What follows belongs to an exercise in optimizing a design on an open flow for small area and a short achievable clock period; a production flow would make more cautious choices.
RTL that was checked went through simulation tests only; none was proved equivalent to the original.
Power figures rest on the tool's default switching activity, not on a simulated workload.

Design stepper_speed_ramp_controller, start of the top module:
module stepper_speed_ramp_controller (
	input  wire logic                clk,
	input  wire logic                arst_n,
	input  wire logic                psel,
	input  wire logic                penable,
	input  wire logic                pwrite,
	input  wire logic [ADDR_W-1:0]   paddr,
	input  wire logic [DATA_W-1:0]   pwdata,
	output logic      [DATA_W-1:0]   prdata,
	output logic                     pready,
	input  wire logic                in_valid,
	output logic                     in_ready,
	input  wire logic [OP_W-1:0]     op,
	input  wire logic [PULSE_W-1:0]  count_value,
	input  wire logic [LEVEL_FW-1:0] level_index,
	input  wire logic [WORD_W-1:0]   level_reload,
	input  wire logic [WORD_W-1:0]   level_dwell,
	output logic                     out_valid,
	input  wire logic                out_ready,
	output logic      [WORD_W-1:0]   reload_out,
	output logic      [LEVEL_FW-1:0] speed_level,
	output logic      [PHASE_W-1:0]  ramp_state,
	output logic                     running,
	output logic      [POS_W-1:0]    position,
	output logic                     on_position
);
Settings: LEC_CHECK=0, ABC_CLOCK_PERIOD_IN_PS=3700, CAP_MARGIN=20, CORE_MARGIN=2, CORE_UTILIZATION=40, CTS_BUF_LIST=sky130_fd_sc_hd__clkbuf_16, CTS_CLUSTER_DIAMETER=100, CTS_CLUSTER_SIZE=30, SETUP_SLACK_MARGIN=3.8, SLEW_MARGIN=20; clock period 7.5 ns.
standard.sh (not shown) runs the stock make flow with config.mk's settings and CLKGATE_MAP_FILE= SYNTH_SCRIPT=/design/flow/synth_recipe.tcl, a recipe that flattens the netlist after the stock synthesis.
==> flow/flow/run.sh <==
#!/bin/bash
# Standard layout, with the port buffers made of buf_2 cells instead of the
# delay cells buffer_ports picks on its own.
set -euo pipefail
bash standard.sh "BUFFER_PORTS_ARGS=-buffer_cell sky130_fd_sc_hd__buf_2" finish > standard_flow.log 2>&1
Rerun with:
--- a/flow/design.v
+++ b/flow/design.v
@@ -115,15 +115,15 @@
 			default:     prdata = '0;
 		endcase
 	end
 	always_comb begin
 		dwell_cur  = '0;
 		reload_cur = '0;
 		for (int i = 0; i < LEVELS; i++) begin
-			dwell_cur  = dwell_cur  | ({WORD_W{level_q == LEVEL_FW'(i)}} & dwell_tab_q[i]);
+			dwell_cur  = dwell_cur  | ({WORD_W{hot_q[i]}} & dwell_tab_q[i]);
 			reload_cur = reload_cur | ({WORD_W{hot_q[i]}} & reload_tab_q[i]);
 		end
 	end
 	assign tgt_eff    = (target_q >= LEVEL_FW'(LEVELS)) ? LEVEL_FW'(LEVELS - 1) : target_q;
 	assign dwell_next = dwell_q + WORD_W'(1);
 	assign dwell_done = dwell_q >= dwell_cur;
 	assign over_hit   = {over_q, 1'b1} >= overrun_q;
Outcome:
- wire length drops by 3.4%
- non-clock buffer count drops by 53
- cell area drops by about 3%
- die area drops by 0.96%
- synthesized area drops by 0.98%
- total power drops by about 2.7%
Only the layout flow was run in the first run of this note; the RTL was not checked for function there.

The RTL this note starts from:
==> flow/design.v <==
`default_nettype none
package ssrc_pkg;
	localparam int LEVELS    = 14;
	localparam int POSITIONS = 64;
	localparam int LVL_W     = $clog2(LEVELS);
	localparam int POS_W     = $clog2(POSITIONS);
	localparam int LEVEL_FW  = 4;
	localparam int PHASE_W   = 3;
	localparam int WORD_W    = 16;
	localparam int OVER_W    = 17;
	localparam int PULSE_W   = 8;
	localparam int OP_W      = 3;
	localparam int ADDR_W    = 4;
	localparam int DATA_W    = 32;
	localparam logic [OP_W-1:0] OP_TICK   = 3'd0;
	localparam logic [OP_W-1:0] OP_START  = 3'd1;
	localparam logic [OP_W-1:0] OP_DECEL  = 3'd2;
	localparam logic [OP_W-1:0] OP_STOP   = 3'd3;
	localparam logic [OP_W-1:0] OP_PULSE  = 3'd4;
	localparam logic [OP_W-1:0] OP_GOAL   = 3'd5;
	localparam logic [OP_W-1:0] OP_ZERO   = 3'd6;
	localparam logic [OP_W-1:0] OP_LOAD   = 3'd7;
	localparam logic [PHASE_W-1:0] PH_IDLE  = 3'd0;
	localparam logic [PHASE_W-1:0] PH_ACCEL = 3'd1;
	localparam logic [PHASE_W-1:0] PH_DECEL = 3'd2;
	localparam logic [PHASE_W-1:0] PH_STOP  = 3'd3;
	localparam logic [PHASE_W-1:0] PH_OVER  = 3'd4;
	localparam logic [1:0] REG_TARGET  = 2'd0;
	localparam logic [1:0] REG_DIR     = 2'd1;
	localparam logic [1:0] REG_OVERRUN = 2'd2;
endpackage
`default_nettype wire
`default_nettype none
import ssrc_pkg::*;
module stepper_speed_ramp_controller (
	input  wire logic                clk,
	input  wire logic                arst_n,
	input  wire logic                psel,
	input  wire logic                penable,
	input  wire logic                pwrite,
	input  wire logic [ADDR_W-1:0]   paddr,
	input  wire logic [DATA_W-1:0]   pwdata,
	output logic      [DATA_W-1:0]   prdata,
	output logic                     pready,
	input  wire logic                in_valid,
	output logic                     in_ready,
	input  wire logic [OP_W-1:0]     op,
	input  wire logic [PULSE_W-1:0]  count_value,
	input  wire logic [LEVEL_FW-1:0] level_index,
	input  wire logic [WORD_W-1:0]   level_reload,
	input  wire logic [WORD_W-1:0]   level_dwell,
	output logic                     out_valid,
	input  wire logic                out_ready,
	output logic      [WORD_W-1:0]   reload_out,
	output logic      [LEVEL_FW-1:0] speed_level,
	output logic      [PHASE_W-1:0]  ramp_state,
	output logic                     running,
	output logic      [POS_W-1:0]    position,
	output logic                     on_position
);
	logic [LEVEL_FW-1:0] target_q;
	logic                dir_q;
	logic [WORD_W-1:0]   overrun_q;
	logic [PHASE_W-1:0]  phase_q,  phase_d;
	logic [LEVEL_FW-1:0] level_q,  level_d;
	logic [WORD_W-1:0]   dwell_q,  dwell_d;
	logic [WORD_W-2:0]   over_q,   over_d;
	logic                timer_q,  timer_d;
	logic [POS_W-1:0]    place_q,  place_d;
	logic [PULSE_W-1:0]  pcount_q, pcount_d;
	logic [PULSE_W-1:0]  pgoal_q,  pgoal_d;
	logic [LEVELS-1:0]   hot_q,    hot_d;
	logic                out_valid_q;
	logic [WORD_W-1:0]   reload_tab_q [LEVELS];
	logic [WORD_W-1:0]   dwell_tab_q  [LEVELS];
	logic                accept;
	logic                cfg_wr;
	logic [WORD_W-1:0]   dwell_cur;
	logic [WORD_W-1:0]   reload_cur;
	logic [LEVEL_FW-1:0] tgt_eff;
	logic [WORD_W-1:0]   dwell_next;
	logic                dwell_done;
	logic                over_hit;
	logic [PHASE_W-1:0]  ph_k  [2];
	logic [LEVEL_FW-1:0] lv_k  [2];
	logic [WORD_W-1:0]   dw_k  [2];
	logic [LEVELS-1:0]   hot_k [2];
	logic [LEVEL_FW:0]   up_k;
	logic [LEVEL_FW-1:0] dn_k;
	logic [WORD_W-1:0]   dwdn_k;
	assign accept   = in_valid && in_ready;
	assign in_ready = !out_valid_q || out_ready;
	assign cfg_wr   = psel && penable && pwrite;
	assign pready   = 1'b1;
	always_ff @(posedge clk or negedge arst_n) begin
		if (!arst_n) begin
			target_q  <= '0;
			dir_q     <= 1'b0;
			overrun_q <= '0;
		end else if (cfg_wr) begin
			case (paddr[3:2])
				REG_TARGET:  target_q  <= pwdata[LEVEL_FW-1:0];
				REG_DIR:     dir_q     <= pwdata[0];
				REG_OVERRUN: overrun_q <= pwdata[WORD_W-1:0];
				default: ;
			endcase
		end
	end
	always_comb begin
		case (paddr[3:2])
			REG_TARGET:  prdata = DATA_W'(target_q);
			REG_DIR:     prdata = DATA_W'(dir_q);
			REG_OVERRUN: prdata = DATA_W'(overrun_q);
			default:     prdata = '0;
		endcase
	end
	always_comb begin
		dwell_cur  = '0;
		reload_cur = '0;
		for (int i = 0; i < LEVELS; i++) begin
			dwell_cur  = dwell_cur  | ({WORD_W{hot_q[i]}} & dwell_tab_q[i]);
			reload_cur = reload_cur | ({WORD_W{hot_q[i]}} & reload_tab_q[i]);
		end
	end
	assign tgt_eff    = (target_q >= LEVEL_FW'(LEVELS)) ? LEVEL_FW'(LEVELS - 1) : target_q;
	assign dwell_next = dwell_q + WORD_W'(1);
	assign dwell_done = dwell_q >= dwell_cur;
	assign over_hit   = {over_q, 1'b1} >= overrun_q;
	always_comb begin
		for (int k = 0; k < 2; k++) begin
			up_k   = {1'b0, level_q} + (LEVEL_FW+1)'(k);
			dn_k   = (k == 1 && level_q != '0) ? level_q - LEVEL_FW'(1) : level_q;
			dwdn_k = (k == 1 || dn_k == '0) ? WORD_W'(1) : dwell_next;
			ph_k[k] = phase_q;
			lv_k[k] = level_q;
			dw_k[k] = dwell_q;
			if (op == OP_STOP) begin
				lv_k[k] = dn_k;
				dw_k[k] = dwdn_k;
				ph_k[k] = PH_OVER;
			end else if (op == OP_TICK && timer_q) begin
				case (phase_q)
					PH_ACCEL: begin
						dw_k[k] = (k == 1) ? WORD_W'(1) : dwell_next;
						if (up_k >= {1'b0, tgt_eff}) begin
							lv_k[k] = tgt_eff;
							ph_k[k] = PH_IDLE;
						end else begin
							lv_k[k] = up_k[LEVEL_FW-1:0];
						end
					end
					PH_DECEL: begin
						lv_k[k] = dn_k;
						dw_k[k] = dwdn_k;
						if (dn_k == '0) ph_k[k] = PH_IDLE;
					end
					PH_STOP: begin
						lv_k[k] = dn_k;
						dw_k[k] = dwdn_k;
						ph_k[k] = PH_OVER;
					end
					PH_OVER: begin
						if (over_hit) begin
							lv_k[k] = '0;
							ph_k[k] = PH_IDLE;
							dw_k[k] = WORD_W'(1);
						end else begin
							lv_k[k] = dn_k;
							dw_k[k] = dwdn_k;
						end
					end
					default: ;
				endcase
			end else if (op == OP_START) begin
				ph_k[k] = PH_ACCEL;
				lv_k[k] = '0;
			end else if (op == OP_DECEL) begin
				ph_k[k] = PH_DECEL;
			end
			for (int i = 0; i < LEVELS; i++) hot_k[k][i] = (lv_k[k] == LEVEL_FW'(i));
		end
	end
	always_comb begin
		phase_d  = dwell_done ? ph_k[1] : ph_k[0];
		level_d  = dwell_done ? lv_k[1] : lv_k[0];
		dwell_d  = dwell_done ? dw_k[1] : dw_k[0];
		hot_d    = dwell_done ? hot_k[1] : hot_k[0];
		over_d   = over_q;
		timer_d  = timer_q;
		place_d  = place_q;
		pcount_d = pcount_q;
		pgoal_d  = pgoal_q;
		case (op)
			OP_TICK: if (timer_q && phase_q == PH_OVER) begin
				if (over_hit) begin
					timer_d = 1'b0;
					over_d  = '0;
				end else begin
					over_d  = over_q + (WORD_W-1)'(1);
				end
			end
			OP_START: timer_d = 1'b1;
			OP_PULSE: begin
				pcount_d = pcount_q + PULSE_W'(1);
				place_d  = dir_q ? place_q - POS_W'(1) : place_q + POS_W'(1);
			end
			OP_GOAL: begin
				pcount_d = '0;
				pgoal_d  = count_value;
			end
			OP_ZERO: place_d = '0;
			default: ;
		endcase
	end
	always_ff @(posedge clk or negedge arst_n) begin
		if (!arst_n) begin
			phase_q  <= PH_IDLE;
			level_q  <= '0;
			hot_q    <= LEVELS'(1);
			dwell_q  <= WORD_W'(1);
			over_q   <= '0;
			timer_q  <= 1'b0;
			place_q  <= '0;
			pcount_q <= '0;
			pgoal_q  <= '0;
		end else if (accept) begin
			phase_q  <= phase_d;
			level_q  <= level_d;
			hot_q    <= hot_d;
			dwell_q  <= dwell_d;
			over_q   <= over_d;
			timer_q  <= timer_d;
			place_q  <= place_d;
			pcount_q <= pcount_d;
			pgoal_q  <= pgoal_d;
		end
	end
	for (genvar i = 0; i < LEVELS; i++) begin : g_tab
		always_ff @(posedge clk) begin
			if (accept && op == OP_LOAD && level_index == LEVEL_FW'(i)) begin
				reload_tab_q[i] <= level_reload;
				dwell_tab_q[i]  <= level_dwell;
			end
		end
	end
	always_ff @(posedge clk or negedge arst_n) begin
		if (!arst_n) begin
			out_valid_q <= 1'b0;
		end else if (accept) begin
			out_valid_q <= 1'b1;
		end else if (out_ready) begin
			out_valid_q <= 1'b0;
		end
	end
	assign out_valid   = out_valid_q;
	assign reload_out  = reload_cur;
	assign speed_level = level_q;
	assign ramp_state  = phase_q;
	assign running     = timer_q;
	assign position    = place_q;
	assign on_position = pcount_q >= pgoal_q;
endmodule
`default_nettype wire
make LEC_CHECK=0 ABC_CLOCK_PERIOD_IN_PS=3700 CAP_MARGIN=20 CORE_MARGIN=2 CORE_UTILIZATION=40 SETUP_SLACK_MARGIN=3.8 SLEW_MARGIN=20 finish   # period 7.5 ns
run.sh (not shown) runs the stock make flow with config.mk's settings and CLKGATE_MAP_FILE= SYNTH_SCRIPT=/design/flow/synth_recipe.tcl, a recipe that flattens the netlist after the stock synthesis.
Stock flow here: none of the scripts above is used.
The first run passed the timing, design-rule and antenna checks.
Then changed:
--- a/flow/design.v
+++ b/flow/design.v
@@ -69,8 +69,9 @@
 	logic [POS_W-1:0]    place_q,  place_d;
 	logic [PULSE_W-1:0]  pcount_q, pcount_d;
 	logic [PULSE_W-1:0]  pgoal_q,  pgoal_d;
 	logic [LEVELS-1:0]   hot_q,    hot_d;
+	logic                onpos_q,  onpos_d;
 	logic                out_valid_q;
 	logic [WORD_W-1:0]   reload_tab_q [LEVELS];
 	logic [WORD_W-1:0]   dwell_tab_q  [LEVELS];
 	logic                accept;
@@ -189,8 +190,9 @@
 		timer_d  = timer_q;
 		place_d  = place_q;
 		pcount_d = pcount_q;
 		pgoal_d  = pgoal_q;
+		onpos_d  = onpos_q;
 		case (op)
 			OP_TICK: if (timer_q && phase_q == PH_OVER) begin
 				if (over_hit) begin
 					timer_d = 1'b0;
@@ -201,13 +203,15 @@
 			end
 			OP_START: timer_d = 1'b1;
 			OP_PULSE: begin
 				pcount_d = pcount_q + PULSE_W'(1);
+				onpos_d  = pcount_d >= pgoal_q;
 				place_d  = dir_q ? place_q - POS_W'(1) : place_q + POS_W'(1);
 			end
 			OP_GOAL: begin
 				pcount_d = '0;
 				pgoal_d  = count_value;
+				onpos_d  = count_value == '0;
 			end
 			OP_ZERO: place_d = '0;
 			default: ;
 		endcase
@@ -222,8 +226,9 @@
 			timer_q  <= 1'b0;
 			place_q  <= '0;
 			pcount_q <= '0;
 			pgoal_q  <= '0;
+			onpos_q  <= 1'b1;
 		end else if (accept) begin
 			phase_q  <= phase_d;
 			level_q  <= level_d;
 			hot_q    <= hot_d;
@@ -232,8 +237,9 @@
 			timer_q  <= timer_d;
 			place_q  <= place_d;
 			pcount_q <= pcount_d;
 			pgoal_q  <= pgoal_d;
+			onpos_q  <= onpos_d;
 		end
 	end
 	for (genvar i = 0; i < LEVELS; i++) begin : g_tab
 		always_ff @(posedge clk) begin
@@ -257,7 +263,7 @@
 	assign speed_level = level_q;
 	assign ramp_state  = phase_q;
 	assign running     = timer_q;
 	assign position    = place_q;
-	assign on_position = pcount_q >= pgoal_q;
+	assign on_position = onpos_q;
 endmodule
 `default_nettype wire
Outcome: The new run completed with no timing, DRC or antenna violations. Routed wire length is higher by a few percent. Core utilization came out higher by 1.1 points. Die area goes up slightly. Power goes up by a little under a tenth. Sequential share of layout area shrinks by 1.4 points. Hold slack gets better by 20 ps. Synthesized area came out higher slightly. Worst setup slack improved by 170 ps. Sequential power hardly moves. Final cell count increases by a few percent. Register-to-register slack barely changes.
No functional check of the RTL was part of the first run of this note.

port drivers added, routing unchanged:
No port has a modelled driver above. Below, the same layouts with a new extraction and two added sets of constraints.
Step 1 sets driving cells, clkbuf_16 on the clock port and buf_2 on the other inputs (assumed; they add their load-dependent delay and slew).
Step 2 times the ports against the registers' clock, not the clock port: input delays grow and output delays shrink by t, the midpoint of the rising clock arrivals with the driver on.
Three values: ideal ports, drivers, drivers and shift; two values: the first two.
| run | t, ns | setup slack, ns | cell pins on the clock port's net |
|---|---|---|---|
| the first run of note 1 | 0.651 | 3.569 / 3.569 / 3.133 | 1 |
| the second run of note 1 | 0.638 | 3.808 / 3.767 / 3.415 | 1 |
| the first run of note 2 | 0.667 | 3.517 / 3.456 / 3.278 | 1 |
| the second run of note 2 | 0.673 | 3.689 / 3.689 / 3.238 | 1 |
After both steps setup and hold are still met in every run listed. For the second run of note 2, which loses most, drivers alone change the setup slack by 0.000 ns; drivers and shift together by -0.451 ns.
